This design comes from an exercise in tuning for small area, a short achievable clock period and few clock cycles on the open sky130 flow, not from production work. The RTL was checked by simulation tests, not by an equivalence proof against the original design. Power is estimated from default activity; no workload was simulated.

==> flow/design.v, too long to show whole: its modules and the start of the top module <==
// module axil_slave_port: 91 lines
// module operand_loader: 108 lines
// module mv_dot: 879 lines
// module result_reader: 17 lines
// module matvec_accel_top: 191 lines
module matvec_accel_top (
  input  logic            clk_main_a0,
  input  logic            rst_main_n_sync,
  input  logic            awvalid,
  input  axil_pkg::addr_t awaddr,
  output logic            awready,
  input  logic            wvalid,
  input  axil_pkg::word_t wdata,
  input  logic [3:0]      wstrb,
  output logic            wready,
  output logic            bvalid,
  output axil_pkg::resp_t bresp,
  input  logic            bready,
  input  logic            arvalid,
  input  axil_pkg::addr_t araddr,
  output logic            arready,
  output logic            rvalid,
  output axil_pkg::word_t rdata,
  output axil_pkg::resp_t rresp,
  input  logic            rready,
  output logic            busy
);
  // ...
==> flow/flow/run.sh <==
#!/bin/bash
set -euo pipefail
bash standard.sh synth > synth.log 2>&1
bash standard.sh SETUP_SLACK_MARGIN=9.2 "BUFFER_PORTS_ARGS=-buffer_cell sky130_fd_sc_hd__buf_2" finish > layout.log 2>&1
==> flow/standard.sh <==
#!/bin/bash
# synth_recipe.tcl (not shown) runs the flow's synth.tcl, then flattens the netlist and writes it again
# the make line also repeats each setting of config.mk as NAME=value (left out here)
make -C /OpenROAD-flow-scripts/flow DESIGN_CONFIG=/design/flow/config.mk WORK_HOME=/design/flow/orfs CLKGATE_MAP_FILE= SYNTH_SCRIPT=/design/flow/synth_recipe.tcl "${@:-finish}"
==> flow/config.mk <==
export PLATFORM = sky130hd
export DESIGN_NAME = matvec_accel_top
export DESIGN_NICKNAME = matvec_accel_top
export VERILOG_FILES = /design/flow/design.v
export SDC_FILE = /design/flow/constraint.sdc
export NUM_CORES = 4
export LEC_CHECK = 0
export ABC_CLOCK_PERIOD_IN_PS = 3800
export CAP_MARGIN = 20
export CORE_MARGIN = 2
export CORE_UTILIZATION = 50
export CTS_CLUSTER_DIAMETER = 100
export CTS_CLUSTER_SIZE = 25
export SLEW_MARGIN = 20
==> flow/constraint.sdc <==
create_clock -name core_clock -period 13.0 [get_ports {clk_main_a0}]
set_input_delay 2.6000 -clock core_clock [delete_from_list [all_inputs] [get_ports {clk_main_a0}]]
set_output_delay 2.6000 -clock core_clock [all_outputs]
set_load 0.01 [all_outputs]
==> summary.txt, run 1 <==
Synth
The mux contribution to synthesized area is 0.0608. Of the total synthesized cell area, the portion taken by AND, OR, NAND and NOR gates is 0.0839. In this run, synthesis inferred 328 flip-flops with an integrated enable.

Power
The worst-case IR drop observed on VDD is 0.152 mV. The internal power component is between 10 and 15 mW. Summed over all nets, the switching power comes to around 3 mW. Of the total power, combinational logic draws 0.010.

Floorplan
The number of rows created at floorplan is 164.

Setup path
Setup slack on the worst reg-to-reg path comes out at 9150 ps. The longest individual stage delay on the worst path is 400 ps. The startpoint of the lowest-slack register-to-register path is x[76].

The number of buffers and inverters on the critical path is 1.

Global route
The most congested layer reported by global routing is met2. Entering global routing, the biggest net connects about 130 pins.

Routing
The final antenna-violating net count is 0. The number of detailed-routing iterations run before antenna repair is 5. The total length of routed met2 wires is 117000 um.

For this block, wires on met1 add up to 111000 um.

Finish
Leaving out filler cells and counting taps, the final layout contains 10480. The number of non-clock inverters is 669. The total number of multi-input combinational cells is approximately 3500. Multi-input logic gates represent a cell area share of 0.309.

Outcome
The flow ran to the end and the layout has no timing, DRC or antenna violations.

STA
Of the available clock period, the critical path in the final layout requires 0.304. After layout, the minimum clock period comes to a little under 4000 ps. Setup violations remaining at the end of the flow were counted as 0.

Clock network
Buffers inserted to repair hold after CTS numbered 0. TritonCTS built the clock tree.

Placement
The number of instances in the placed design is 10097.
Testbench counts, summed over its fixed seeds: cycles 34,751.
==> module axil_slave_port, before the edit <==
module axil_slave_port (
  input  logic            clk_main_a0,
  input  logic            rst_main_n_sync,
  input  logic            awvalid,
  input  axil_pkg::addr_t awaddr,
  output logic            awready,
  input  logic            wvalid,
  input  axil_pkg::word_t wdata,
  input  logic [3:0]      wstrb,
  output logic            wready,
  output logic            bvalid,
  output axil_pkg::resp_t bresp,
  input  logic            bready,
  input  logic            arvalid,
  input  axil_pkg::addr_t araddr,
  output logic            arready,
  output logic            rvalid,
  output axil_pkg::word_t rdata,
  output axil_pkg::resp_t rresp,
  input  logic            rready,
  output logic            wr_done,
  output logic            wr_hit_now,
  output logic            wr_nz_now,
  output logic            data_wr,
  output axil_pkg::word_t data_wdata,
  output logic            data_rd,
  input  axil_pkg::word_t rd_word,
  input  logic            rd_hold
);
  logic aw_hs, w_hs, b_hs, ar_hs;
  logic aw_have, w_have;
  logic aw_hit, ar_hit;
  logic wr_hit_q;
  logic rd_cap;
  axil_pkg::word_t rd_value, rdata_held;
  logic wr_fire;
  axil_pkg::word_t wd_q;
  assign bresp = axil_pkg::RESP_OKAY;
  assign rresp = axil_pkg::RESP_OKAY;
  assign aw_hs   = awvalid && awready;
  assign w_hs    = wvalid && wready;
  assign b_hs    = bvalid && bready;
  assign aw_have = !awready || aw_hs;
  assign w_have  = !wready || w_hs;
  assign wr_done = aw_have && w_have && !bvalid;
  assign aw_hit     = (awaddr == axil_pkg::DATA_REG_ADDR);
  assign wr_hit_now = aw_hs ? aw_hit : wr_hit_q;
  assign wr_nz_now  = w_hs ? (wdata != '0) : (wd_q != '0);
  always_ff @(posedge clk_main_a0) begin
    if (!rst_main_n_sync) begin
      awready <= 1'b1;
      wready  <= 1'b1;
      bvalid  <= 1'b0;
      wr_fire <= 1'b0;
    end else begin
      awready <= b_hs || (awready && !aw_hs);
      wready  <= b_hs || (wready && !w_hs);
      bvalid  <= wr_done || (bvalid && !bready);
      wr_fire <= wr_done;
    end
  end
  always_ff @(posedge clk_main_a0) begin
    if (aw_hs) begin
      wr_hit_q <= aw_hit;
    end
    if (w_hs) begin
      wd_q <= wdata;
    end
  end
  assign data_wr    = wr_fire && wr_hit_q;
  assign data_wdata = wd_q;
  assign ar_hs   = arvalid && arready;
  assign ar_hit  = (araddr == axil_pkg::DATA_REG_ADDR);
  assign data_rd = ar_hs && ar_hit;
  always_ff @(posedge clk_main_a0) begin
    if (!rst_main_n_sync) begin
      arready <= 1'b1;
      rvalid  <= 1'b0;
      rd_cap  <= 1'b1;
    end else begin
      arready <= !(ar_hs || (rvalid && !rready) || rd_hold);
      rvalid  <= ar_hs || (rvalid && !rready);
      rd_cap  <= !(ar_hs || (rvalid && !rready));
    end
  end
  assign rd_value = ar_hit ? rd_word : axil_pkg::UNIMPL_VALUE;
  always_ff @(posedge clk_main_a0) begin
    rdata_held <= rd_cap ? rd_value : rdata;
    rdata      <= rd_cap ? rd_value : rdata_held;
  end
endmodule
==> inputs of run 2 (changes only) <==
--- a/flow/design.v
+++ b/flow/design.v
@@ -116,6 +116,8 @@
   assign rd_value = ar_hit ? rd_word : axil_pkg::UNIMPL_VALUE;
   always_ff @(posedge clk_main_a0) begin
-    rdata_held <= rd_cap ? rd_value : rdata;
-    rdata      <= rd_cap ? rd_value : rdata_held;
+    if (ar_hs) begin
+      rdata_held <= rd_value;
+    end
+    rdata <= rd_cap ? rd_value : rdata_held;
   end
 endmodule
--- a/flow/config.mk
+++ b/flow/config.mk
@@ -9,5 +9,5 @@
 export CAP_MARGIN = 20
 export CORE_MARGIN = 2
-export CORE_UTILIZATION = 50
+export CORE_UTILIZATION = 55
 export CTS_CLUSTER_DIAMETER = 100
 export CTS_CLUSTER_SIZE = 25
==> run 2 against run 1 <==
Combinational power grew 11%. Fmax grew 1.0%. Total power shrank 0.59%. Core utilization grew 5.1 points. Global-route usage increased by 3.7 points. Synthesized cell count increased by 0.83%. Non-clock buffer count up 11. Hold slack improved by 24 ps. Clock power decreased by 2%. Cell area shrank 0.15%. Critical endpoint is now rdata[23]. Highest routed layer unchanged.
==> summary.txt, run 2 <==
Outcome
The run finished with no timing, DRC or antenna violations.

Setup path
The worst setup path is of the flip-flop to primary output kind. The endpoint type of the worst setup path is a primary output. STA classifies the critical path startpoint as a flip-flop.

In this run the worst setup path begins at u_axil_slave_port.rdata[23]. Data on the critical path is required at its endpoint by approximately 10000 ps. The cell with the largest stage delay on the worst path is dfxtp_4. The critical path ends at rdata[23]. In this run the number of cells on the critical path is 1. The worst endpoint data arrival time is roughly 1300 ps. The critical path buffer and inverter count is 1 (unchanged). The longest individual stage delay on the worst path is 370 ps (-30 ps). The flop-to-flop setup slack is 9090 ps (-60 ps). The endpoint identified for the worst register-to-register timing path is u_axil_slave_port.rdata[23].

The length in cells of the worst reg-to-reg path is 11. The critical path goes through buf_6. The worst register-to-register path begins at g_lane[0].u_dot.s2[16]. The gate family responsible for the most delay along the worst path is flip-flops. The highest fanout seen on the critical path is 1.

STA
For the final routed database, the setup TNS stands at 0 ps. The setup slack of the critical path after layout is between 9000 and 10000 ps. The minimum period implied by the final worst setup slack was 3920 ps (-40.9 ps).

At the pin with the least slew margin, the transition time is roughly 1200 ps. Measured against its own limit, the worst slew margin works out to 0.201. On the final layout, the worst hold slack is 313 ps.

The count of final setup violators is 0 (unchanged). The final worst-path cycle share is 0.301 (-0.00315). Setup repair after global routing could not meet its margin everywhere. The number of failing hold endpoints at the final stage came to 0. The highest attainable clock frequency is 255 MHz. The max-slew violation count is 0. The final clock skew is ~35 ps.

Routing
In the final routed layout, each cell accounts on average for between 20 and 30 um. The violation count after the first detailed-route iteration is 4282. The final antenna-violating net count came to 0 (unchanged).

The number of detailed-routing iterations run before antenna repair is 6 (+1). The via total after detailed routing is between 50000 and 60000. Dividing the detail-routed via count by the number of cells gives a little over 5. For this block, the routed nets add up to about 270000 um of wire. The remaining routing DRC violations is 0.

Placement
The total placed instance area is between 100000 and 150000 um2. The number of input and output port buffers inserted is 140. The last weighted congestion value of the routability-driven placer is slightly below 1.

The number of instances in the placed design was 9962 (-1.3%). The HPWL after detailed placement is 192000 um. The post-placement setup slack is 8320 ps.

Floorplan
The die is 433 um tall. The starting density of the core is 0.553. The floorplan die area is 188000 um2.

The total I/O pin count is 149. The die span in x is 433 um. The number of rows created at floorplan is 157 (-4.3%). The core area is between 150000 and 200000 um2.

Finish
The library cell used most frequently in the layout, excluding fill and tap cells, is dfxtp_1. The final layout contains 8604 nets. The core utilization of the finished layout is 0.610. Leaving out fill and tap cells, the most frequent cells in the layout are dfxtp_1 (2595), and2_1 (678), fa_1 (672).

In the final layout, the share of cells above drive strength 1 is 0.141. The register with the most flip-flops in the layout has 2304 of them. The register with the most flip-flops in the final layout is u_operand_loader.g_ring.ring. The number of cells in the finished layout apart from fillers is 10341 (-1.3%). After routing the design area is 112000 um2. The area growth from synthesis to layout is 10.1%.

Clock network
The H-tree generated during clock tree synthesis spans 4 levels. The CTS tree is yes. The tree built by TritonCTS fans out to 3012 sinks.

The clock-pin slew of the registers on the worst-case setup and hold paths is 100 ps. No sink is reached through more buffers than the 3 on the longest clock path. The library cell used as clock root buffer is clkbuf_16. The CTS buffer count is 142. The clock latency on the worst-skew pair is between 800 and 900 ps.

Synth
The most used flip-flop cell after synthesis is dfxtp_1. After synthesis, the share of flip-flops with an asynchronous set or reset is 0. The number of synthesized register bits is 3012. For this run, the register share of the synthesized area comes to 0.631. By area the synthesized netlist is led by dfxtp_1 (52%), fa_1 (14%), edfxtp_1 (11%). The synthesized design spends more area on one cell type than any other, namely dfxtp_1. A synthesized cell averages 13.6 um2.

The Yosys step of the flow raised 5 warnings. Of the post-synthesis cell area, the dominant cell type holds 0.524. The gate count after technology mapping is between 7000 and 8000. By count the netlist is led by dfxtp_1 (2652), and2_1 (689), fa_1 (689), inv_1 (667), nand2_1 (631). The mapped cell area is 101000 um2. The number of synthesized flops with an enable pin was 360 (+9.8%). The cell with the most instances after synthesis is dfxtp_1. The number of different library cells in the post-synthesis netlist is 57.

Global route
The pin count of the biggest net entering global routing is 129 (unchanged). The initial antenna violation count came to 69. The overall global routing resource usage is 0.293. The overall overflow remaining after global route is 0. The first global-routing pass estimated between 300000 and 400000 um of wire. The via count of the first global-routing pass is between 50000 and 60000.

Run
Max-cap violations in this run came to 0.

Power
The static leakage power is 43.4 nW. Dividing total power by cell area gives a power density of 130 nW/um2. The maximum resistive drop on vdd is 0.144 mV (-5.6%). Overall power consumption after layout is estimated at 14.5 mW.

Hold path
The path class of the tightest hold or removal check is flip-flop to flip-flop.
run 2: cell count changes after synthesis, sizes merged, moves of 23 or more:
cell | previous run | this run
and2 | 658 | 689
dfxtp | 2684 | 2652
mux2 | 379 | 423
mux2i | 117 | 94
o21a | 43 | 11
edfxtp | 328 | 360
run 2: per-layer routing:
layer,vias up,share of wire,global-route usage
li1,23769,-,-
met1,26879,0.43,0.408
met2,1858,0.44,0.451
met3,512,0.069,0.0487
met4,8,0.052,0.138
met5,-,0.00019,0
run 2: how the worst min path moves through the flow:
stage	endpoint	startpoint	depth (start not counted)
after global placement	u_operand_loader.g_ring[0].ring[760]	u_operand_loader.g_ring[0].ring[888]	0
after detailed placement	u_operand_loader.g_ring[0].ring[107]	u_operand_loader.g_ring[0].ring[235]	0
after CTS	u_operand_loader.g_ring[0].ring[900]	u_operand_loader.g_ring[0].ring[1028]	0
after global routing	u_operand_loader.g_ring[0].ring[129]	u_operand_loader.g_ring[0].ring[257]	0
final	u_operand_loader.g_ring[1].ring[42]	u_operand_loader.g_ring[1].ring[170]	0
after floorplan	u_operand_loader.g_ring[0].ring[0]	u_operand_loader.g_ring[0].ring[128]	0
run 2: timing repair:
action / CTS / global route
hold buffers: 0 / 0
buffers inserted: 121 / 20
endpoints found under the setup margin: 85 / 61
gates resized for setup: 141 / 62
pin swaps: 8 / 29
run 2: kinds of logic (layout without fill, tap and decap cells):
kind of cell	after synthesis	in the layout	share of synthesized area
buf+inv	856	1264	0.0320
xor+xnor	502	502	0.0442
other cells	1	25	0.0000370
fa+ha+maj	714	714	0.139
mux	526	526	0.0583
flops	3012	3012	0.631
simple gates	1670	1670	0.0855
compound gates	164	164	0.0101
run 2: cell type report:
class                           count  area, um2
Antenna cell                       21       52.6
Timing Repair Buffer              380       3380
Multi-Input combinational cell   3580      34400
Clock inverter                     19        295
Clock buffer                      198       3850
Fill cell                       14595      71500
Inverter                          667       2510
Sequential cell                  3012      64000
Tap cell                         2464       3080
run 2: power by group:
part / leakage (nW) / switching [mW] / internal [mW]
sequential: 24.3 / 0.0206 / 9.41
combinational: 17.0 / 0.113 / 0.0536
clock: 1.99 / 2.82 / 2.12
Testbench counts of run 2, summed over its fixed seeds: cycles 34,751.
==> inputs of run 3 (changes only) <==
--- a/flow/config.mk
+++ b/flow/config.mk
@@ -9,6 +9,6 @@
 export CAP_MARGIN = 20
 export CORE_MARGIN = 2
-export CORE_UTILIZATION = 55
+export CORE_UTILIZATION = 50
 export CTS_CLUSTER_DIAMETER = 100
-export CTS_CLUSTER_SIZE = 25
+export CTS_CLUSTER_SIZE = 30
 export SLEW_MARGIN = 20
==> run 3 against run 2 <==
Sequential power hardly changed. Sequential share of layout area increased by 0.37 points. Cell area shrank 0.64%. Critical path depth unchanged. Wire length fell by 1.3%. Die area up 9.9%. Clock skew is 9.5 ps higher. Register-to-register slack better by 30 ps. Area after synthesis is the same. Combinational power shrank 3%. Total power decreased by 2.4%. Non-clock buffer count shrank 36. Critical path type unchanged. Largest power group unchanged.
==> summary.txt, run 3 <==
Global route
The via count of the first global-routing pass is 53370 (+0.35%). The first-pass GRT wire length is 380000 um (-0.88%). The pin count of the biggest net entering global routing was 129 (unchanged).

The initial antenna violation count was 54 (-22%). The overall global routing resource usage was 0.262 (-0.0314). The overall overflow remaining after global route came to 0 (unchanged).

Setup path
The startpoint of the lowest-slack register-to-register path is g_lane[0].u_dot.s2[16]. The flop-to-flop setup slack was 9120 ps (+30 ps). The worst setup path is captured at a primary output. The startpoint type of the worst setup path is a flip-flop. The worst endpoint data arrival time is 1370 ps (+50 ps). The longest individual stage delay on the worst path is 420 ps (+50 ps). The capture point of the worst reg-to-reg path is u_axil_slave_port.rdata[23]. The highest fanout seen on the critical path is 1 (unchanged). The critical path buffer and inverter count is 1 (unchanged). The slowest stage of the critical path belongs to the cell dfxtp_4. The cell family contributing the most delay on the critical path is flip-flops.

The length in cells of the worst reg-to-reg path is 13 (+2). The required time at the endpoint of the critical path came to 10400 ps (about the same). The critical path goes through buf_6. The worst setup path is of the flip-flop to primary output kind.

Clock network
In this run the clock root is driven by a clkbuf_16. The total number of H-tree levels is 3 (-1). The total of hold buffers inserted after clock tree synthesis is 0 (unchanged). The maximum count of clock buffers along a single path was 3 (unchanged). The clock-pin slew of the registers on the worst-case setup and hold paths is 120 ps (+20 ps). The CTS buffer count is 118 (-17%). TritonCTS built the clock tree. The clock latency on the worst-skew pair is 840 ps (about the same). The CTS sink count was 3012 (unchanged).

Finish
The area growth from synthesis to layout is 9.43%. The library cells used most frequently in the layout, excluding fill and tap cells, are dfxtp_1 (2603), and2_1 (685), fa_1 (679). The share of post-route cells with drive strength above 1 is 0.131 (-0.00985). The top register by number of flip-flops is u_operand_loader.g_ring.ring. Leaving out fill and tap cells, the most frequent cell in the layout is dfxtp_1. The flip-flop count of the largest register after layout came to 2304 (unchanged). The number of nets in the layout is 8544 (-0.70%).

STA
The final worst-path cycle share was 0.306 (+0.00426). Setup repair after global routing could not meet its margin everywhere. The minimum period implied by the final worst setup slack is 3970 ps (+55.4 ps).

The final clock skew is 44.2 ps (+9.47 ps). The highest attainable clock frequency is 252 MHz (-1.4%). The setup slack of the critical path after layout is 9030 ps (-55.4 ps). The count of final setup violators is 0 (unchanged). The max-slew violation count came to 0 (unchanged). The headroom to the max-slew limit is 0.270 (+0.0693). The number of failing hold endpoints at the final stage is 0 (unchanged). The final sum of negative setup slack came to 0 ps (unchanged). The transition time of the tightest slew-check pin came to 1100 ps (-88.9 ps).

Power
The maximum resistive drop on vdd was 0.121 mV (-15%). The static leakage power is 42.8 nW (-1.2%). The total power per unit cell area is 128 nW/um2 (-1.8%).

Placement
The post-placement setup slack is 8430 ps (+110 ps). The number of input and output port buffers inserted was 140 (unchanged). The sum of net half-perimeters after detailed placement is 189000 um (-2.0%). The last weighted congestion value of the routability-driven placer is 0.939 (-3.2%).

Hold path
The hold path depth is 0 (unchanged). In this run the most critical hold path is launched from u_operand_loader.g_ring[0].ring[840]. The path class of the tightest hold or removal check is flip-flop to flip-flop. The worst hold path terminates at u_operand_loader.g_ring[0].ring[712].

Floorplan
The number of rows created at floorplan is 165 (+5.1%). The die span in x came to 454 um (+4.8%). The core area was 202000 um2 (+10%). The die span in y is 454 um (+4.8%). The starting density of the core is 0.502 (-0.0511). The total I/O pin count is 149 (unchanged). The floorplan die area is 206000 um2 (+9.9%).

Synth
The gate count after technology mapping is 7445 (unchanged). The sequential share of the synthesized area is 0.631 (unchanged). dfxtp_1 is the most common cell in the netlist.

The mux contribution to synthesized area is 0.0583 (unchanged). By area the synthesized netlist is led by dfxtp_1 (52%), fa_1 (14%), edfxtp_1 (11%). The average size of a mapped cell was 13.6 um2 (unchanged). The share of flip-flops with an asynchronous set or reset after synthesis is 0 (unchanged). The mapped cell area is 101000 um2 (unchanged). The top cell type's share of synthesized area is 0.524 (unchanged). The cell taking the most area after synthesis is dfxtp_1. The share of the synthesized netlist area taken by xor and xnor gates was 0.0442 (unchanged). The arithmetic-cell share of the synthesized area counting full adders, half adders and majority gates is 0.139 (unchanged).

After synthesis, the most frequently instantiated cells are dfxtp_1 (2652), and2_1 (689), fa_1 (689), inv_1 (667), nand2_1 (631). The synthesis warning total was 5 (unchanged). By area, the combinational part of the netlist is dominated by adder cells. The number of synthesized register bits came to 3012 (unchanged).

The synthesized-area fraction occupied by ao, oa, aoi and oai cells is 0.0101 (unchanged). The number of different library cells in the post-synthesis netlist is 57 (unchanged). The number of synthesized flops with an enable pin was 360 (unchanged). The synthesized-area fraction occupied by and/or/nand/nor cells was 0.0855 (unchanged). The most used flip-flop cell after synthesis is dfxtp_1.

Routing
The per-cell routed wire length is 25.7 um (-2.7%). The average via count per standard cell is 5.02 (-2.2%). The via total after detailed routing is 52610 (-0.78%). The remaining routing DRC violations is 0 (unchanged). The number of detailed-routing iterations run before antenna repair is 5 (-1).

The violation count after the first detailed-route iteration came to 4405 (+2.9%). The final antenna-violating net count is 0 (unchanged). The total detailed-routing wirelength is 270000 um (-1.3%).

Outcome
The flow ran to the end and the layout has no timing, DRC or antenna violations.

Run
The max capacitance violation total is 0 (unchanged).
[run 3: layout make-up]
type / count / area (um2)
Fill cell: 16721 / 90800
Timing Repair Buffer: 344 / 3030
Antenna cell: 25 / 62.6
Clock inverter: 26 / 424
Tap cell: 2672 / 3340
Sequential cell: 3012 / 64000
Multi-Input combinational cell: 3580 / 34400
Inverter: 667 / 2500
Clock buffer: 161 / 3170
[run 3: cells by family after synthesis]
family / after synthesis
other cells: 1
buf+inv: 856
flops: 3012
mux: 526
compound gates: 164
simple gates: 1670
fa+ha+maj: 714
xor+xnor: 502
[run 3: repair_timing]
| item | 4_1_cts | 5_1_grt |
|---|---|---|
| cloned | 0 | 1 |
| setup buffers | 78 | 15 |
| gates resized for setup | 112 | 48 |
| setup endpoints to repair | 89 | 52 |
| pin swaps | 12 | 14 |
[run 3: layer usage]
| metal | GRT usage | part of all wire |
|---|---|---|
| met5 | 0 | 0.00023 |
| met4 | 0.0976 | 0.039 |
| met3 | 0.0445 | 0.066 |
| met2 | 0.424 | 0.47 |
| met1 | 0.354 | 0.42 |
[run 3: through the flow]
step / hold slack (ps) / power [mW] / utilization / instance area, um2 / instances
2_1_floorplan: 310 / 9.70 / - / 101000 / 7448
4_1_cts: 321 / 14.3 / 0.548 / 110000 / 10446
5_1_grt: 327 / 14.6 / 0.550 / 111000 / 10474
6_report: 322 / 14.2 / 0.550 / 111000 / 10487
3_3_place_gp: 310 / 9.80 / 0.523 / 106000 / 10181
3_5_place_dp: 312 / 9.81 / 0.523 / 106000 / 10181
[run 3: worst max-delay path by stage]
| stage | from | slack, ps | to | cells past startpoint |
|---|---|---|---|---|
| 6_report | u_axil_slave_port.rdata[28] | 9030 | rdata[28] | 1 |
| 5_1_grt | u_axil_slave_port.rdata[28] | 8970 | rdata[28] | 1 |
| 4_1_cts | u_axil_slave_port.rdata[28] | 8950 | rdata[28] | 1 |
| 3_5_place_dp | araddr[31] | 8430 | u_axil_slave_port.rdata[15] | 7 |
| 3_3_place_gp | araddr[31] | 8430 | u_axil_slave_port.rdata[15] | 7 |
| 2_1_floorplan | araddr[27] | 9100 | u_axil_slave_port.rdata[0] | 7 |
[run 3: report_power, final]
| group | switching, mW | internal [mW] | total, mW |
|---|---|---|---|
| registers | 0.0232 | 9.41 | 9.44 |
| clock network | 2.80 | 1.80 | 4.60 |
| logic | 0.109 | 0.0514 | 0.161 |
==> inputs of run 4 (changes only) <==
--- a/flow/config.mk
+++ b/flow/config.mk
@@ -11,4 +11,4 @@
 export CORE_UTILIZATION = 50
 export CTS_CLUSTER_DIAMETER = 100
-export CTS_CLUSTER_SIZE = 30
+export CTS_CLUSTER_SIZE = 25
 export SLEW_MARGIN = 20
==> run 4 against run 3 <==
Still clean. Register-to-register slack about the same. Die area unchanged. Area after synthesis did not move. Non-clock buffer count rose by 3. Combinational power hardly changed. Clock skew up 7.6 ps. Total power rose by 3.2%. Critical path type unchanged. Critical endpoint unchanged. Highest routed layer unchanged.
==> summary.txt, run 4 <==
Setup path
The longest individual stage delay on the worst path is 410 ps (about the same). The total stage count of the critical path came to 1 (unchanged). For this design, the slowest cell found on the critical path is dfxtp_4.

The worst setup path is of the flip-flop to primary output kind. The worst register-to-register path ends at u_axil_slave_port.rdata[23]. The worst endpoint data arrival time is 1380 ps (about the same). The critical path goes through buf_6.

The required time at the endpoint of the critical path was 10400 ps (about the same). The most critical setup path has its endpoint at rdata[28]. The worst register-to-register path begins at g_lane[0].u_dot.s2[16].

The critical path buffer and inverter count is 1 (unchanged). The cell family contributing the most delay on the critical path is flip-flops. The length in cells of the worst reg-to-reg path was 13 (unchanged). The most critical setup path has its startpoint at u_axil_slave_port.rdata[28]. The flop-to-flop setup slack is 9120 ps (about the same). The endpoint type of the worst setup path is a primary output. The startpoint type of the worst setup path is a flip-flop. The highest fanout seen on the critical path is 1 (unchanged).

Global route
The overall global routing resource usage is 0.263 (+0.00107). The pin count of the biggest net entering global routing is 129 (unchanged). The overall overflow remaining after global route was 0 (unchanged). The initial antenna violation count is 48 (-11%). The via count of the first global-routing pass was 53731 (+0.68%).

The first-pass GRT wire length came to 381000 um (+0.28%).

STA
Setup repair after global routing could not meet its margin everywhere. The max-slew violation count is 0 (unchanged). The minimum period implied by the final worst setup slack is 3980 ps (+4.91 ps).

The headroom to the max-slew limit is 0.262 (-0.00733). The final worst hold slack is 315 ps (-7.43 ps). The transition time of the tightest slew-check pin is 1110 ps (+11.0 ps). The number of failing hold endpoints at the final stage is 0 (unchanged).

The final worst-path cycle share is 0.306 (+0.000378). The final clock skew is 51.8 ps (+7.61 ps). The highest attainable clock frequency is 251 MHz (-0.12%). The final sum of negative setup slack came to 0 ps (unchanged). The count of final setup violators is 0 (unchanged).

Placement
The sum of net half-perimeters after detailed placement is 189000 um (unchanged). The last weighted congestion value of the routability-driven placer was 0.939 (unchanged). The number of input and output port buffers inserted came to 140 (unchanged).

Routing
The number of detailed-routing iterations run before antenna repair was 6 (+1). The violation count after the first detailed-route iteration is 4245 (-3.6%). The average via count per standard cell is 5.00 (-0.37%). The via total after detailed routing is 52619 (+0.017%).

The remaining routing DRC violations is 0 (unchanged). The final antenna-violating net count is 0 (unchanged). The per-cell routed wire length is 25.6 um (-0.36%).

The total detailed-routing wirelength came to 270000 um (about the same).

Clock network
The CTS sink count was 3012 (unchanged). The tree is rooted in a clkbuf_16. The clock latency on the worst-skew pair is 840 ps (about the same). The CTS tree is yes. The clock-pin slew of the registers on the worst-case setup and hold paths was 110 ps (about the same). The total number of H-tree levels came to 4 (+1). The maximum count of clock buffers along a single path came to 3 (unchanged).

The CTS buffer count is 145 (+23%).

Synth
In the synthesized netlist, the cells that appear most often are dfxtp_1 (2652), and2_1 (689), fa_1 (689), inv_1 (667), nand2_1 (631). Summed over all instances, the cell type with the most area after synthesis is dfxtp_1. The synthesized-area fraction occupied by and/or/nand/nor cells was 0.0855 (unchanged). The gate count after technology mapping was 7445 (unchanged). The mapped cell area came to 101000 um2 (unchanged).

Yosys instantiated no cell more often than dfxtp_1. Among all flip-flop cells after synthesis, the most frequent one is dfxtp_1. The arithmetic-cell share of the synthesized area counting full adders, half adders and majority gates came to 0.139 (unchanged). The dominant combinational cell family by area after synthesis is adder cells. The number of different library cells in the post-synthesis netlist is 57 (unchanged). The mux contribution to synthesized area came to 0.0583 (unchanged). The number of synthesized register bits is 3012 (unchanged). The sequential share of the synthesized area is 0.631 (unchanged). The number of synthesized flops with an enable pin is 360 (unchanged). The share of flip-flops with an asynchronous set or reset after synthesis was 0 (unchanged). The synthesized-area fraction occupied by ao, oa, aoi and oai cells is 0.0101 (unchanged). Ranked by total cell area, the synthesized netlist is headed by dfxtp_1 (52%), fa_1 (14%), edfxtp_1 (11%). The synthesis warning total is 5 (unchanged).

The average size of a mapped cell came to 13.6 um2 (unchanged). The top cell type's share of synthesized area came to 0.524 (unchanged). The share of the synthesized netlist area taken by xor and xnor gates is 0.0442 (unchanged).

Power
The total power per unit cell area is 131 nW/um2 (+2.5%). The static leakage power is 43.2 nW (+0.90%). The maximum resistive drop on vdd was 0.149 mV (+23%).

Floorplan
The die span in x is 454 um (unchanged). The core area is 202000 um2 (unchanged). The floorplan die area is 206000 um2 (unchanged).

The number of rows created at floorplan is 165 (unchanged). The die span in y came to 454 um (unchanged). The total I/O pin count is 149 (unchanged).

The starting density of the core is 0.502 (unchanged).

Finish
Ranked by flip-flop count, first place goes to u_operand_loader.g_ring.ring. The library cells used most frequently in the layout, excluding fill and tap cells, are dfxtp_1 (2601), and2_1 (685), fa_1 (679). The library cell used most frequently in the layout, excluding fill and tap cells, is dfxtp_1. The area growth from synthesis to layout is 10.2%. The flip-flop count of the largest register after layout came to 2304 (unchanged). The share of post-route cells with drive strength above 1 was 0.135 (+0.00402). The number of nets in the layout came to 8574 (+0.35%).

Hold path
The hold path depth came to 0 (unchanged). The type of the tightest min-delay check is flip-flop to flip-flop.

Outcome
The run finished with no timing, DRC or antenna violations.

Run
The max capacitance violation total is 0 (unchanged).
==> run 4: cell count changes in the layout (fill, tap and decap cells not counted), moves of 3 or more <==
cell / previous run / this run
clkbuf_16: 121 / 149
clkbuf_1: 40 / 48
inv_6: 3 / 8
clkinv_8: 4 / 8
buf_4: 146 / 149
buf_6: 53 / 50
clkinv_16: 4 / 1
==> run 4: power by group <==
| group | switching (mW) | internal [mW] |
|---|---|---|
| registers | 0.0231 | 9.41 |
| logic | 0.109 | 0.0514 |
| clock network | 2.87 | 2.18 |
==> run 4: repair_timing <==
action                     CTS  global route
hold endpoints to repair     0             0
buffers inserted            78            18
resized for setup          114            51
setup endpoints to repair   89            53
pin swaps                   12            16
hold buffers                 0             0
gates cloned                 0             1
==> run 4: final cells by class <==
type	instances	area, um2
clock inverter	30	408
tap	2672	3340
timing repair buffer	347	3070
sequential	3012	64000
inverter	667	2500
fill	16692	90100
antenna	24	60.1
multi-input combinational	3580	34400
clock buffer	196	3880
==> run 4: worst min path at each step <==
stage                                              start                                    to
floorplan           u_operand_loader.g_ring[0].ring[128]    u_operand_loader.g_ring[0].ring[0]
global placement    u_operand_loader.g_ring[0].ring[600]  u_operand_loader.g_ring[0].ring[472]
detailed placement  u_operand_loader.g_ring[0].ring[131]    u_operand_loader.g_ring[0].ring[3]
CTS                 u_operand_loader.g_ring[0].ring[299]  u_operand_loader.g_ring[0].ring[171]
global route        u_operand_loader.g_ring[0].ring[693]  u_operand_loader.g_ring[0].ring[565]
finish              u_operand_loader.g_ring[0].ring[693]  u_operand_loader.g_ring[0].ring[565]
==> run 4: metal layers <==
layer,vias up,share of wire,global-route usage
li1,23724,-,-
met1,26871,0.43,0.351
met2,1561,0.46,0.425
met3,461,0.063,0.0514
met4,2,0.042,0.100
met5,-,0.000048,0
==> run 4: stage by stage <==
| stage | cells | setup slack [ps] | util | area [um2] | total power [mW] |
|---|---|---|---|---|---|
| CTS | 10485 | 8950 | 0.551 | 111000 | 14.8 |
| finish | 10528 | 9020 | 0.554 | 112000 | 14.6 |
| detailed placement | 10181 | 8430 | 0.523 | 106000 | 9.81 |
| global route | 10509 | 8980 | 0.553 | 112000 | 15.1 |
| floorplan | 7448 | 9100 | - | 101000 | 9.70 |
| global placement | 10181 | 8430 | 0.523 | 106000 | 9.80 |
==> run 4: cells by family after synthesis <==
group                    after synthesis
multiplexers                         526
other                                  1
XOR/XNOR                             502
AO/OA/AOI/OAI                        164
AND/OR/NAND/NOR                     1670
adder cells (fa/ha/maj)              714
flip-flops                          3012
buffers and inverters                856
==> inputs of run 5 (changes only) <==
--- a/flow/config.mk
+++ b/flow/config.mk
@@ -11,4 +11,4 @@
 export CORE_UTILIZATION = 50
 export CTS_CLUSTER_DIAMETER = 100
-export CTS_CLUSTER_SIZE = 25
+export CTS_CLUSTER_SIZE = 28
 export SLEW_MARGIN = 20
==> run 5 against run 4 <==
Clock power fell by 4%. Total power is 1.3% lower. Fmax fell by 0.33%. Non-clock buffer count increased by 1. Critical path depth is the same. Via count up 0.20%. Wire length grew 0.14%. Critical endpoint unchanged. Highest routed layer unchanged.
==> summary.txt, run 5 <==
Global route
The overall overflow remaining after global route was 0 (unchanged). The routing usage on met1 is 0.352 (+0.000511). The met3 track utilization from global routing is 0.0483 (-0.00301). The global routing usage on met2 is 0.423 (-0.00214). In this run the most used layer during global routing was met2.

The first-pass GRT wire length was 380000 um (-0.22%). The pin count of the biggest net entering global routing is 129 (unchanged). The overall global routing resource usage is 0.263 (-0.000517).

The via count of the first global-routing pass is 53525 (-0.38%). The initial antenna violation count came to 59 (+23%).

Setup path
The capture point of the worst reg-to-reg path is u_axil_slave_port.rdata[23]. The critical path buffer and inverter count is 1 (unchanged). The startpoint type of the worst setup path is a flip-flop. The cell with the largest stage delay on the worst path is dfxtp_4. The length in cells of the worst reg-to-reg path is 13 (unchanged). STA classifies the critical path endpoint as a primary output. The required time at the endpoint of the critical path is 10400 ps (about the same).

The gate family responsible for the most delay along the worst path is flip-flops. The highest fanout seen on the critical path is 1 (unchanged). The flop-to-flop setup slack is 9100 ps (-20 ps). The startpoint of the lowest-slack register-to-register path is g_lane[0].u_dot.s2[16]. The signal on the critical path passes through buf_6.

The worst endpoint data arrival time is 1390 ps (about the same). The longest individual stage delay on the worst path is 420 ps (about the same). The worst setup path is of the flip-flop to primary output kind.

Synth
The sequential share of the synthesized area came to 0.631 (unchanged). The number of synthesized flops with an enable pin is 360 (unchanged). The synthesized design spends more area on one cell type than any other, namely dfxtp_1.

By instance count, the leading cell after synthesis is dfxtp_1. The synthesis warning total was 5 (unchanged). The number of synthesized register bits is 3012 (unchanged).

The most used flip-flop cell after synthesis is dfxtp_1. Sorting the synthesized cells by area gives the leading types as dfxtp_1 (52%), fa_1 (14%), edfxtp_1 (11%). The gate count after technology mapping is 7445 (unchanged). The top cell type's share of synthesized area came to 0.524 (unchanged).

The mapped cell area is 101000 um2 (unchanged). The number of different library cells in the post-synthesis netlist was 57 (unchanged). The share of flip-flops with an asynchronous set or reset after synthesis was 0 (unchanged). The average size of a mapped cell is 13.6 um2 (unchanged). After synthesis, the most frequently instantiated cells are dfxtp_1 (2652), and2_1 (689), fa_1 (689), inv_1 (667), nand2_1 (631).

STA
The final clock skew is 55.1 ps (+3.25 ps). The highest attainable clock frequency is 251 MHz (-0.33%). Setup repair after global routing could not meet its margin everywhere. The final worst-path cycle share is 0.307 (+0.00102). The number of failing hold endpoints at the final stage came to 0 (unchanged). The final worst hold slack is 301 ps (-13.9 ps). The setup slack of the critical path after layout is 9010 ps (-13.3 ps). The transition time of the tightest slew-check pin is 1110 ps (+3.14 ps). The final sum of negative setup slack is 0 ps (unchanged).

The count of final setup violators is 0 (unchanged). The minimum period implied by the final worst setup slack is 3990 ps (+13.3 ps). The max-slew violation count was 0 (unchanged). The headroom to the max-slew limit is 0.260 (-0.00209).

Placement
The number of input and output port buffers inserted is 140 (unchanged). The post-placement setup slack is 8430 ps (unchanged). The sum of net half-perimeters after detailed placement is 189000 um (unchanged). The last weighted congestion value of the routability-driven placer was 0.939 (unchanged).

Routing
The via total after detailed routing is 52724 (+0.20%). The violation count after the first detailed-route iteration is 4318 (+1.7%). The final antenna-violating net count is 0 (unchanged). The total detailed-routing wirelength is 270000 um (+0.14%).

The average via count per standard cell came to 5.01 (+0.27%). The per-cell routed wire length is 25.7 um (+0.21%). The remaining routing DRC violations was 0 (unchanged). The number of detailed-routing iterations run before antenna repair came to 5 (-1).

Finish
The number of nets in the layout came to 8562 (-0.14%). The number of inserted filler cells in the final layout is 16682 (-0.060%). The register area is 64000 um2 (about the same).

Leaving out fill and tap cells, the most frequent cells in the layout are dfxtp_1 (2602), and2_1 (682), fa_1 (678). The share of post-route cells with drive strength above 1 was 0.134 (-0.000730). Counting flops per register, the top entry is u_operand_loader.g_ring.ring.

The area growth from synthesis to layout is 10.0%. The flip-flop count of the largest register after layout was 2304 (unchanged). The total area of multi-input combinational cells is 34400 um2 (about the same). The most common library cell in the layout ignoring fill and taps is dfxtp_1.

Clock network
The maximum count of clock buffers along a single path is 3 (unchanged). The clock latency on the worst-skew pair came to 850 ps (about the same). The total of hold buffers inserted after clock tree synthesis is 0 (unchanged). The clock-pin slew of the registers on the worst-case setup and hold paths was 110 ps (about the same). Clock tree synthesis selected as its root buffer the cell clkbuf_16. The CTS buffer count was 132 (-9.0%). TritonCTS built the clock tree. The CTS sink count is 3012 (unchanged).

The total number of H-tree levels is 4 (unchanged).

Floorplan
The floorplan die area is 206000 um2 (unchanged). The core area is 202000 um2 (unchanged). The die span in y is 454 um (unchanged). The starting density of the core is 0.502 (unchanged). The number of rows created at floorplan is 165 (unchanged). The die span in x is 454 um (unchanged). The total I/O pin count is 149 (unchanged).

Hold path
The origin of the worst min-delay path is u_operand_loader.g_ring[0].ring[700]. The sink of the worst hold path is u_operand_loader.g_ring[0].ring[572]. The type of the tightest min-delay check is flip-flop to flip-flop.

The hold path depth is 0 (unchanged).

Outcome
The flow ran to the end and the layout has no timing, DRC or antenna violations.

Power
The total power per unit cell area was 130 nW/um2 (-1.1%). The maximum resistive drop on vdd is 0.157 mV (+5.0%). The static leakage power is 43.1 nW (-0.24%).

Run
The max capacitance violation total is 0 (unchanged).
run 5: changes by cell type in the layout (fill, tap and decap cells not counted), moves of 2 or more:
cell | previous run | this run
inv_6 | 8 | 5
clkinv_16 | 1 | 5
and2_1 | 685 | 682
inv_4 | 2 | 0
and2_4 | 2 | 5
clkbuf_16 | 149 | 136
buf_12 | 39 | 42
inv_8 | 1 | 3
buf_4 | 149 | 146
clkbuf_1 | 48 | 41
clkbuf_8 | 0 | 2
diode_2 | 24 | 34
run 5: where the power goes:
part           internal (mW)  switching [mW]  total [mW]  leakage [nW]
sequential              9.41          0.0233        9.44          24.3
clock                   2.01            2.86        4.87          1.94
combinational         0.0514           0.110       0.161          16.8
run 5: worst max path at each step:
stage / startpoint / endpoint / slack, ps / cells past startpoint
5_1_grt: u_axil_slave_port.rdata[28] / rdata[28] / 8960 / 1
6_report: u_axil_slave_port.rdata[28] / rdata[28] / 9010 / 1
4_1_cts: u_axil_slave_port.rdata[28] / rdata[28] / 8940 / 1
2_1_floorplan: araddr[27] / u_axil_slave_port.rdata[0] / 9100 / 7
3_5_place_dp: araddr[31] / u_axil_slave_port.rdata[15] / 8430 / 7
3_3_place_gp: araddr[31] / u_axil_slave_port.rdata[15] / 8430 / 7
run 5: worst register-to-register path: cells and delay by family, from the launching register on:
kind                     cells  cell delay (ps)
flip-flops                   1              340
XOR/XNOR                     4              940
adder cells (fa/ha/maj)      3             1400
AO/OA/AOI/OAI                1              190
multiplexers                 2              700
buffers and inverters        3              270
run 5: cells by family (layout without fill, tap and decap cells):
group	Yosys count	in the layout	synth area share
buf+inv	856	1223	0.0320
xor+xnor	502	502	0.0442
simple gates	1670	1670	0.0855
other cells	1	38	0.0000370
flops	3012	3012	0.631
compound gates	164	164	0.0101
mux	526	526	0.0583
fa+ha+maj	714	714	0.139
run 5: metrics by stage:
step | power, mW | instances | utilization | instance area (um2)
2_1_floorplan | 9.70 | 7448 | - | 101000
3_3_place_gp | 9.80 | 10181 | 0.523 | 106000
3_5_place_dp | 9.81 | 10181 | 0.523 | 106000
4_1_cts | 14.6 | 10466 | 0.550 | 111000
5_1_grt | 14.9 | 10498 | 0.552 | 111000
6_report | 14.5 | 10521 | 0.553 | 111000
run 5: what timing repair did:
| action | CTS | global route |
|---|---|---|
| cloned | 0 | 1 |
| setup buffers | 77 | 20 |
| pin swaps | 14 | 17 |
| resized for setup | 114 | 57 |
| endpoints found under the setup margin | 89 | 50 |
run 5: final cells by class:
cell class	count	area share
Antenna cell	34	0.000763
Multi-Input combinational cell	3580	0.309
Timing Repair Buffer	348	0.0281
Sequential cell	3012	0.574
Tap cell	2672	0.0300
Clock inverter	30	0.00428
Inverter	667	0.0225
Clock buffer	178	0.0319
run 5: layer usage:
metal  wire, um  part of all wire
met5         40           0.00015
met4      11400             0.042
met3      18500             0.068
met2     126000              0.47
met1     114000              0.42
==> inputs of run 6 (changes only) <==
==> flow/flow/run.sh (replaced) <==
#!/bin/bash
set -euo pipefail
bash standard.sh synth > synth.log 2>&1
bash standard.sh SETUP_SLACK_MARGIN=9.05 "BUFFER_PORTS_ARGS=-buffer_cell sky130_fd_sc_hd__buf_2" finish > layout.log 2>&1
--- a/flow/config.mk
+++ b/flow/config.mk
@@ -11,4 +11,4 @@
 export CORE_UTILIZATION = 50
 export CTS_CLUSTER_DIAMETER = 100
-export CTS_CLUSTER_SIZE = 28
+export CTS_CLUSTER_SIZE = 25
 export SLEW_MARGIN = 20
==> run 6 against run 5 <==
Cell area down 0.30%. Core utilization shrank 0.17 points. Sequential power about the same. Die area did not move. Critical endpoint is now rdata[21]. Clock skew rose by 12 ps. Critical path type unchanged. Critical path depth stayed put. Register-to-register slack worse by 20 ps.
==> summary.txt, run 6 <==
Routing
The average via count per standard cell was 5.01 (-0.12%). The violation count after the first detailed-route iteration is 4180 (-3.2%). The remaining routing DRC violations was 0 (unchanged). The number of detailed-routing iterations run before antenna repair is 5 (unchanged). The total detailed-routing wirelength came to 270000 um (about the same). The final antenna-violating net count is 0 (unchanged). The via total after detailed routing came to 52617 (-0.20%). The per-cell routed wire length is 25.7 um (about the same).

Finish
Ranked by flip-flop count, first place goes to u_operand_loader.g_ring.ring. The total area of multi-input combinational cells is 34300 um2 (-0.27%). The register area is 64000 um2 (about the same). The flip-flop count of the largest register after layout was 2304 (unchanged). The number of cells in the finished layout apart from fillers was 10512 (-0.086%).

In the layout the commonest cells are dfxtp_1 (2617), fa_1 (687), and2_1 (686). The number of inserted filler cells in the final layout was 16694 (+0.072%). The share of post-route cells with drive strength above 1 is 0.129 (-0.00534).

The area growth from synthesis to layout is 9.68%. The most common library cell in the layout ignoring fill and taps is dfxtp_1. The core utilization of the finished layout is 0.551 (-0.00168).

The number of nets in the layout is 8561 (-0.012%).

Synth
The average size of a mapped cell is 13.6 um2 (unchanged). The synthesized-area fraction occupied by ao, oa, aoi and oai cells was 0.0101 (unchanged). The synthesis warning total is 5 (unchanged).

The mapped cell area is 101000 um2 (unchanged). The sequential share of the synthesized area is 0.631 (unchanged). The number of different library cells in the post-synthesis netlist is 57 (unchanged). The arithmetic-cell share of the synthesized area counting full adders, half adders and majority gates came to 0.139 (unchanged). The number of synthesized register bits is 3012 (unchanged).

The top cell type's share of synthesized area is 0.524 (unchanged). The share of the synthesized netlist area taken by xor and xnor gates is 0.0442 (unchanged). The cell with the most instances after synthesis is dfxtp_1. The cell taking the most area after synthesis is dfxtp_1. The number of synthesized flops with an enable pin came to 360 (unchanged). The gate count after technology mapping came to 7445 (unchanged). The most used flip-flop cell after synthesis is dfxtp_1. In the synthesized netlist, the cells that appear most often are dfxtp_1 (2652), and2_1 (689), fa_1 (689), inv_1 (667), nand2_1 (631). The share of flip-flops with an asynchronous set or reset after synthesis is 0 (unchanged). The synthesized-area fraction occupied by and/or/nand/nor cells is 0.0855 (unchanged). After synthesis, the cell types taking the most area are dfxtp_1 (52%), fa_1 (14%), edfxtp_1 (11%).

The dominant combinational cell family by area after synthesis is adder cells. The mux contribution to synthesized area is 0.0583 (unchanged).

STA
The final clock skew was 67.5 ps (+12.4 ps). The final worst-path cycle share is 0.305 (-0.00184). The highest attainable clock frequency is 252 MHz (+0.60%).

The count of final setup violators is 0 (unchanged). The number of failing hold endpoints at the final stage was 0 (unchanged). Setup repair after global routing could not meet its margin everywhere. The headroom to the max-slew limit came to 0.219 (-0.0411). The minimum period implied by the final worst setup slack was 3970 ps (-23.9 ps).

The final sum of negative setup slack was 0 ps (unchanged). The transition time of the tightest slew-check pin is 1160 ps (+47.0 ps). The max-slew violation count is 0 (unchanged).

Floorplan
The die span in y is 454 um (unchanged). The total I/O pin count is 149 (unchanged). The floorplan die area was 206000 um2 (unchanged). The number of rows created at floorplan was 165 (unchanged). The core area is 202000 um2 (unchanged).

The die span in x is 454 um (unchanged). The starting density of the core was 0.502 (unchanged).

Setup path
The gate family responsible for the most delay along the worst path is flip-flops. The flop-to-flop setup slack is 9080 ps (-20 ps). The length in cells of the worst reg-to-reg path is 8 (-5). The highest fanout seen on the critical path was 1 (unchanged). The worst setup path is launched from a flip-flop. The required time at the endpoint of the critical path was 10400 ps (about the same). The endpoint identified for the worst register-to-register timing path is g_lane[1].u_dot.s1[32]. Walking the worst path, the cells encountered are buf_6. The critical path buffer and inverter count came to 1 (unchanged). The startpoint of the lowest-slack register-to-register path is x[54]. The largest individual stage delay along the critical path comes from the cell dfxtp_4. The longest individual stage delay on the worst path was 410 ps (about the same). By startpoint and endpoint, the worst setup path is classified as flip-flop to primary output. The worst endpoint data arrival time is 1370 ps (-20 ps). The worst setup path is captured at a primary output.

Clock network
The total number of H-tree levels is 4 (unchanged). The clock-pin slew of the registers on the worst-case setup and hold paths is 100 ps (about the same). The CTS sink count is 3012 (unchanged). The total of hold buffers inserted after clock tree synthesis is 0 (unchanged). The root buffer cell chosen for the clock tree is clkbuf_16. The maximum count of clock buffers along a single path is 3 (unchanged).

The CTS tree is yes. The clock latency on the worst-skew pair is 870 ps (+20 ps). The CTS buffer count is 143 (+8.3%).

Power
The clock power share was 0.344 (+0.008). The part of the power in registers is 0.646 (-0.006). The combinational cell fraction of total power was 0.011 (about the same). The switching power came to 3.00 mW (+0.49%). The maximum resistive drop on vdd is 0.156 mV (-0.67%). The switching part of the total came to 0.206 (-0.00114).

The static leakage power was 43.0 nW (-0.24%). The internal power component is 11.6 mW (+1.2%). The total power per unit cell area was 131 nW/um2 (+1.4%).

Hold path
The type of the tightest min-delay check is flip-flop to flip-flop. The hold path depth is 0 (unchanged). The sink of the worst hold path is u_operand_loader.g_ring[1].ring[67].

In this run the most critical hold path is launched from u_operand_loader.g_ring[1].ring[195].

Run
The max capacitance violation total is 0 (unchanged).

Placement
The last weighted congestion value of the routability-driven placer is 0.932 (-0.76%). The sum of net half-perimeters after detailed placement was 188000 um (about the same). The number of input and output port buffers inserted is 140 (unchanged).

The number of instances in the placed design came to 10168 (-0.13%).

Global route
The via count of the first global-routing pass is 53166 (-0.67%). The overall global routing resource usage is 0.263 (+0.000928). The pin count of the biggest net entering global routing is 129 (unchanged). The first-pass GRT wire length is 381000 um (+0.23%). The initial antenna violation count was 53 (-10%). The overall overflow remaining after global route is 0 (unchanged).

Outcome
The run finished with no timing, DRC or antenna violations.
[run 6: changes by cell type in the layout (fill, tap and decap cells not counted), sizes merged]
cell | previous run | this run
diode | 34 | 27
clkbuf | 179 | 194
bufinv | 0 | 1
buf | 347 | 336
clkinv | 16 | 7
inv | 680 | 682
[run 6: worst register-to-register path: stages (launching register included)]
cell and delay, ps:
edfxtp_1 710, and2_1 300, fa_1 540, inv_1 50, fa_1 510, fa_1 490
fa_1 420, xnor2_1 150, xnor2_1 600
[run 6: worst max path at each step]
stage / startpoint / end / slack (ps) / depth (start not counted)
6_report: u_axil_slave_port.rdata[21] / rdata[21] / 9030 / 1
5_1_grt: u_axil_slave_port.rdata[21] / rdata[21] / 9000 / 1
4_1_cts: u_axil_slave_port.rdata[21] / rdata[21] / 8970 / 1
3_5_place_dp: araddr[15] / u_axil_slave_port.rdata[15] / 8370 / 7
3_3_place_gp: araddr[15] / u_axil_slave_port.rdata[15] / 8370 / 7
2_1_floorplan: wvalid / busy / 9060 / 7
[run 6: layout make-up]
class,count,share of cell area
clock inverter,24,0.00312
antenna,27,0.000608
tap,2672,0.0301
timing repair buffer,336,0.0249
multi-input combinational,3580,0.309
sequential,3012,0.576
clock buffer,194,0.0346
inverter,667,0.0225
[run 6: kinds of logic after synthesis]
family          Yosys count
xor+xnor                502
flops                  3012
fa+ha+maj               714
buf+inv                 856
compound gates          164
other cells               1
simple gates           1670
mux                     526
[run 6: layer usage]
| metal | track usage | vias to the layer above | wire [um] |
|---|---|---|---|
| li1 | - | 23683 | - |
| met1 | 0.362 | 26804 | 118000 |
| met2 | 0.421 | 1671 | 125000 |
| met3 | 0.0476 | 453 | 17700 |
| met4 | 0.0903 | 6 | 9410 |
| met5 | 0 | - | 35 |
[run 6: repair_timing]
item / CTS / global route
setup endpoints to repair: 67 / 22
resized for setup: 71 / 14
pin swaps: 6 / 6
buffers inserted: 96 / 3
hold endpoints to repair: 0 / 0
[run 6: power by group through the flow]
stage,registers [mW],logic [mW],clock network [mW]
5_1_grt,9.44,0.167,5.46
2_1_floorplan,9.65,0.0543,0
4_1_cts,9.43,0.160,5.16
6_report,9.43,0.159,5.02
3_3_place_gp,9.65,0.153,0
3_5_place_dp,9.65,0.157,0
[run 6: per-stage QoR]
stage	total power [mW]	worst slack, ps	cell area [um2]	hold WS [ps]
2_1_floorplan	9.70	9060	101000	310
3_3_place_gp	9.80	8370	105000	310
3_5_place_dp	9.81	8370	105000	312
4_1_cts	14.8	8970	111000	308
5_1_grt	15.1	9000	111000	311
6_report	14.6	9030	111000	295

[port drivers added, routing unchanged]
In the flow no input, the clock included, has a driving cell. The finished layouts below were timed again as built, in two steps. Step 1 assumes that a clkbuf_16 drives the clock port and a buf_2 every other input. Step 2 also shifts input and output timing later by t, the mid clock arrival at the registers, as if the neighbouring blocks saw the same clock. Slacks: ideal ports / drivers / drivers and shift; pairs: ideal ports / drivers.
run	shift t [ns]	setup WS [ns]	worst setup path after step 2
run 1	0.908	9.043 / 8.958 / 8.466	input to register
run 2	0.913	9.084 / 8.993 / 8.367	input to register
run 3	0.901	9.028 / 8.943 / 8.495	input to register
run 4	0.903	9.023 / 8.936 / 8.496	input to register
run 5	0.912	9.010 / 8.923 / 8.350	input to register
run 6	0.923	9.034 / 8.949 / 8.437	input to register
After both steps setup and hold are still met in every run listed. The setup slack of run 2, which loses most, moves by -0.091 ns with the drivers and by -0.717 ns with both steps.
